Background: an optimization exercise with open tools, aiming at small area. Do not read the settings as production practice. Only simulation tests tie the RTL to the original design; equivalence was not proved.

Setup of JK:
==> flow/design.v <==
package mpb_pkg;
	localparam int ADDR_W = 7;
	localparam int DATA_W = 8;
	typedef logic [ADDR_W-1:0] addr_t;      
	typedef logic [DATA_W-1:0] data_t;      
	localparam int REG_NUM = 128;
	localparam addr_t REVID_ADDR  = 7'h7F;
	localparam data_t REVID_VALUE = 8'h27;
	typedef enum logic [1:0] {
		GNT_IDLE = 2'd0,                  
		GNT_I2C  = 2'd1,                  
		GNT_PRL  = 2'd2                   
	} grant_t;
endpackage
`timescale 1ns/10ps
import mpb_pkg::*;
module sfr_rowsel (
	input  logic  i_hi,
	input  logic  i_lo,
	input  logic  i_hi_n,
	input  logic  i_lo_n,
	output logic  o_sel,
	output logic  o_sel_n
);
	assign o_sel   = ~(i_hi_n | i_lo_n);
	assign o_sel_n = ~(i_hi & i_lo);
endmodule
module sfr_rdsel (
	input  logic  i_hi_n,
	input  logic  i_lo_n,
	output logic  o_sel
);
	assign o_sel = ~(i_hi_n | i_lo_n);
endmodule
module sfr_aoi3 (
	input  logic  i_a0, i_s0,
	input  logic  i_a1, i_s1,
	input  logic  i_a2, i_s2,
	output logic  o_y_n
);
	assign o_y_n = ~((i_a0 & i_s0) | (i_a1 & i_s1) | (i_a2 & i_s2));
endmodule
module sfr_tgl (
	input  logic  i_q,
	input  logic  i_d,
	input  logic  i_ld,
	input  logic  i_ld_n,
	output logic  o_y
);
	assign o_y = ~((i_q | i_ld) & (i_d | i_ld_n));
endmodule
module sfr_bank (
	input  logic  i_clk,
	input  logic  i_rst,
	input  logic  i_we,                   
	input  mpb_pkg::addr_t i_addr,
	input  mpb_pkg::data_t i_wdat,
	output mpb_pkg::data_t o_rdat         
);
	localparam int NRW = REG_NUM - 1;     
	mpb_pkg::data_t regs [NRW];
	logic           phase;
	always_ff @(posedge i_clk) begin
		if (i_rst) begin
			phase <= 1'b0;
		end else begin
			phase <= ~phase;
		end
	end
	logic [3:0]  rd_q;                    
	logic [3:0]  rd_m_n;                  
	logic [7:0]  rd_l_n;                  
	logic [7:0]  wr_hi, wr_hi_n;          
	logic [15:0] wr_lo, wr_lo_n;          
	always_comb begin
		for (int i = 0; i < 4; i++)  rd_q[i]   = (i_addr[6:5] == 2'(i));
		for (int i = 0; i < 4; i++)  rd_m_n[i] = (i_addr[4:3] != 2'(i));
		for (int j = 0; j < 8; j++)  rd_l_n[j] = (i_addr[2:0] != 3'(j));
		for (int i = 0; i < 8; i++)  wr_hi[i] = i_rst | (i_we & (i_addr[6:4] == 3'(i)));
		for (int j = 0; j < 16; j++) wr_lo[j] = i_rst | (i_addr[3:0] == 4'(j));
		wr_hi_n = ~wr_hi;
		wr_lo_n = ~wr_lo;
	end
	logic [31:0]    rsel;                 
	logic [NRW-1:0] wsel, wsel_n;
	for (genvar m = 0; m < 32; m++) begin : g_sel
		sfr_rdsel u_rdsel (
			.i_hi_n	(rd_m_n[m / 8]),
			.i_lo_n	(rd_l_n[m % 8]),
			.o_sel	(rsel[m])
		);
	end
	for (genvar n = 0; n < NRW; n++) begin : g_wsel
		sfr_rowsel u_rowsel (
			.i_hi	(wr_hi[n / 16]),
			.i_lo	(wr_lo[n % 16]),
			.i_hi_n	(wr_hi_n[n / 16]),
			.i_lo_n	(wr_lo_n[n % 16]),
			.o_sel	(wsel[n]),
			.o_sel_n(wsel_n[n])
		);
	end
	logic [7:0] grp_n [4][11];            
	mpb_pkg::data_t rd_mux;
	for (genvar k = 0; k < 4; k++) begin : g_qtr
		for (genvar g = 0; g < 10; g++) begin : g_grp
			for (genvar b = 0; b < DATA_W; b++) begin : g_bit
				sfr_aoi3 u_aoi (
					.i_a0	(regs[32*k+3*g][b]),   .i_s0 (rsel[3*g]),
					.i_a1	(regs[32*k+3*g+1][b]), .i_s1 (rsel[3*g+1]),
					.i_a2	(regs[32*k+3*g+2][b]), .i_s2 (rsel[3*g+2]),
					.o_y_n	(grp_n[k][g][b])
				);
			end
		end
	end
	always_comb begin
		for (int k = 0; k < 3; k++) begin
			for (int b = 0; b < DATA_W; b++) begin
				grp_n[k][10][b] = ~((regs[32*k+30][b] & rsel[30]) | (regs[32*k+31][b] & rsel[31]));
			end
		end
		for (int b = 0; b < DATA_W; b++) begin
			grp_n[3][10][b] = ~((regs[NRW-1][b] & rsel[30]) | ((REVID_VALUE[b] ^ phase) & rsel[31]));
		end
	end
	always_comb begin
		for (int b = 0; b < DATA_W; b++) begin
			rd_mux[b] = 1'b0;
			for (int k = 0; k < 4; k++) begin
				logic any;
				any = 1'b0;
				for (int g = 0; g < 11; g++) any = any | ~grp_n[k][g][b];
				rd_mux[b] = rd_mux[b] | (any & rd_q[k]);
			end
		end
	end
	always_ff @(posedge i_clk) begin
		o_rdat <= rd_mux ^ {DATA_W{phase}};
	end
	mpb_pkg::data_t wd;
	assign wd = i_rst ? '1 : (i_wdat ^ {DATA_W{phase}});
	for (genvar n = 0; n < NRW; n++) begin : g_row
		mpb_pkg::data_t nxt;
		for (genvar b = 0; b < DATA_W; b++) begin : g_bit
			sfr_tgl u_tgl (
				.i_q	(regs[n][b]),
				.i_d	(wd[b]),
				.i_ld	(wsel[n]),
				.i_ld_n	(wsel_n[n]),
				.o_y	(nxt[b])
			);
		end
		always_ff @(posedge i_clk) begin
			regs[n] <= nxt;
		end
	end
endmodule
`timescale 1ns/10ps
import mpb_pkg::*;
module mpb_hold (
	input  logic  i_q,
	input  logic  i_d,
	input  logic  i_ld,
	input  logic  i_ld_n,
	output logic  o_y
);
	assign o_y = (i_q & i_ld_n) | (i_d & i_ld);
endmodule
module mpb_arbiter (
	input  logic  i_clk,
	input  logic  i_rst,
	input  logic  i_rd_0,                 
	input  logic  i_wr_0,                 
	input  mpb_pkg::addr_t i_addr_0,
	input  mpb_pkg::data_t i_wdat_0,
	output logic  o_busy_0,               
	output logic  o_rrdy_0,               
	input  logic  i_rd_1,                 
	input  logic  i_wr_1,                 
	input  mpb_pkg::addr_t i_addr_1,
	input  mpb_pkg::data_t i_wdat_1,
	output logic  o_busy_1,               
	output logic  o_rrdy_1,               
	output logic  o_bus_we,
	output mpb_pkg::addr_t o_bus_addr,
	output mpb_pkg::data_t o_bus_wdat
);
	localparam int PW = 1 + ADDR_W + DATA_W;    
	logic        full0, full1;
	logic        fill0, fill1;
	logic        full0_nxt;
	assign fill0     = i_rd_0 | i_wr_0;
	assign fill1     = i_rd_1 | i_wr_1;
	assign full0_nxt = fill0 | (full0 & full1);
	logic [PW-1:0] s0_q, s0_nxt;
	logic [PW-1:0] in0, in1;
	assign in0 = {i_wr_0, i_addr_0, i_wdat_0};
	assign in1 = {i_wr_1, i_addr_1, i_wdat_1};
	for (genvar b = 0; b < PW; b++) begin : g_s0
		mpb_hold u_hold (
			.i_q	(s0_q[b]),
			.i_d	(in0[b]),
			.i_ld	(~full0),
			.i_ld_n	(full0),
			.o_y	(s0_nxt[b])
		);
	end
	always_ff @(posedge i_clk) begin
		s0_q <= s0_nxt;
	end
	logic [PW-1:0] bus_nxt, bus_q;
	logic          we_q, rd_q;
	assign bus_nxt = fill1 ? in1 : s0_nxt;
	always_ff @(posedge i_clk) begin
		bus_q <= bus_nxt;
	end
	logic        rrdy0_q, rrdy1_q;
	always_ff @(posedge i_clk) begin
		if (i_rst) begin
			full0   <= 1'b0;
			full1   <= 1'b0;
			we_q    <= 1'b0;
			rd_q    <= 1'b0;
			rrdy0_q <= 1'b0;
			rrdy1_q <= 1'b0;
		end else begin
			full0   <= full0_nxt;
			full1   <= fill1;
			we_q    <= (fill1 | full0_nxt) &  bus_nxt[PW-1];
			rd_q    <= (fill1 | full0_nxt) & ~bus_nxt[PW-1];
			rrdy0_q <= rd_q & ~full1;
			rrdy1_q <= rd_q &  full1;
		end
	end
	assign o_bus_we   = we_q;
	assign o_bus_addr = bus_q[DATA_W +: ADDR_W];
	assign o_bus_wdat = bus_q[0 +: DATA_W];
	assign o_busy_0 = full0;
	assign o_busy_1 = full1;
	assign o_rrdy_0 = rrdy0_q;
	assign o_rrdy_1 = rrdy1_q;
endmodule
`timescale 1ns/10ps
import mpb_pkg::*;
module mpb_core (
	input  logic  i_clk,
	input  logic  i_rst,
	input  logic  i_rd_0,
	input  logic  i_wr_0,
	input  mpb_pkg::addr_t i_addr_0,
	input  mpb_pkg::data_t i_wdat_0,
	input  logic  i_rd_1,
	input  logic  i_wr_1,
	input  mpb_pkg::addr_t i_addr_1,
	input  mpb_pkg::data_t i_wdat_1,
	output logic  o_busy_0,
	output logic  o_busy_1,
	output logic  o_rrdy_0,
	output logic  o_rrdy_1,
	output mpb_pkg::data_t o_rdat
);
	logic  bus_we;
	mpb_pkg::addr_t bus_addr;
	mpb_pkg::data_t bus_wdat;
	mpb_arbiter u0_mpb_arbiter (
		.i_clk		(i_clk),
		.i_rst		(i_rst),
		.i_rd_0		(i_rd_0),	 
		.i_wr_0		(i_wr_0),
		.i_addr_0	(i_addr_0),
		.i_wdat_0	(i_wdat_0),
		.o_busy_0	(o_busy_0),
		.o_rrdy_0	(o_rrdy_0),
		.i_rd_1		(i_rd_1),	 
		.i_wr_1		(i_wr_1),
		.i_addr_1	(i_addr_1),
		.i_wdat_1	(i_wdat_1),
		.o_busy_1	(o_busy_1),
		.o_rrdy_1	(o_rrdy_1),
		.o_bus_we	(bus_we),	 
		.o_bus_addr	(bus_addr),
		.o_bus_wdat	(bus_wdat)
	);  
	sfr_bank u0_sfr_bank (
		.i_clk		(i_clk),
		.i_rst		(i_rst),
		.i_we		(bus_we),
		.i_addr		(bus_addr),
		.i_wdat		(bus_wdat),
		.o_rdat		(o_rdat)	 
	);  
endmodule
export LEC_CHECK = 0
export CAP_MARGIN = 20
export CORE_MARGIN = 2
export CORE_UTILIZATION = 70
export SLEW_MARGIN = 20
export SYNTH_HIERARCHICAL = 1
create_clock -name core_clock -period 5.0 [get_ports {i_clk}]
standard.sh (not shown) runs the stock make flow with config.mk's settings and CLKGATE_MAP_FILE= SYNTH_SCRIPT=/design/flow/synth_recipe.tcl, a recipe that flattens the netlist after the stock synthesis.
==> flow/flow/run.sh <==
#!/bin/bash
# Standard synthesis and layout (standard.sh), with a leaner clock tree
# (larger sink clusters, no dummy loads), small port buffers, and
# downsizing of non-critical gates after global routing.
set -euo pipefail
CTS="-sink_clustering_enable -sink_clustering_size 26 -sink_clustering_max_diameter 70 -repair_clock_nets -dont_use_dummy_load -buf_list {sky130_fd_sc_hd__clkbuf_16}"
bash standard.sh finish \
	"CTS_ARGS=$CTS" \
	"BUFFER_PORTS_ARGS=-buffer_cell sky130_fd_sc_hd__buf_1" \
	"RECOVER_POWER=100" \
	> make_flow.log 2>&1
JK ran in full, but the layout does not pass; the checks complain about capacitance limit, slew limit.
## Diff of input files: MS against JK
- CORE_UTILIZATION now 40, was 70
==> flow/flow/run.sh <==
#!/bin/bash
# Standard synthesis and layout (standard.sh), with a leaner clock tree
# (larger sink clusters, no dummy loads) and small port buffers.
set -euo pipefail
CTS="-sink_clustering_enable -sink_clustering_size 24 -sink_clustering_max_diameter 80 -repair_clock_nets -dont_use_dummy_load -buf_list {sky130_fd_sc_hd__clkbuf_8 sky130_fd_sc_hd__clkbuf_16}"
bash standard.sh finish \
	"CTS_ARGS=$CTS" \
	"BUFFER_PORTS_ARGS=-buffer_cell sky130_fd_sc_hd__buf_1" \
	> make_flow.log 2>&1
Results
MS reached the end of the flow, and the finished layout is clean on the timing, design-rule and antenna checks.
Diff MS and JK: minimum clock period lower in MS
Measured against each other, MS and JK differ in top achievable clock speed, the higher figure coming from MS.
Final core area utilization is higher on JK
Changes observed in MS relative to JK: die area has increased, clock buffer instance count of the final layout went up by 11%, worst relative slew slack now larger.

-- what the ideal ports hide --
The flow's constraints put no driver on any port. The routed layouts listed below were extracted and timed again, unchanged, in two steps.
Step 1, drivers: a clkbuf_16 drives i_clk and a buf_2 each remaining input, both assumed.
Step 2 times the ports against the registers' clock, not the clock port: input delays grow and output delays shrink by t, the midpoint of the rising clock arrivals with the driver on.
Three values: ideal, step 1, step 2; two values: the first two.
run | shift t [ns] | slack for setup (ns) | worst hold slack (ns)
JK | 0.682 | 0.566 / 0.566 / -0.018 | 0.450 / 0.450 / 0.450
MS | 0.676 | 0.901 / 0.901 / 0.901 | 0.443 / 0.443 / 0.443
For JK, which loses most, drivers alone change the setup slack by 0.000 ns; drivers and shift together by -0.584 ns.
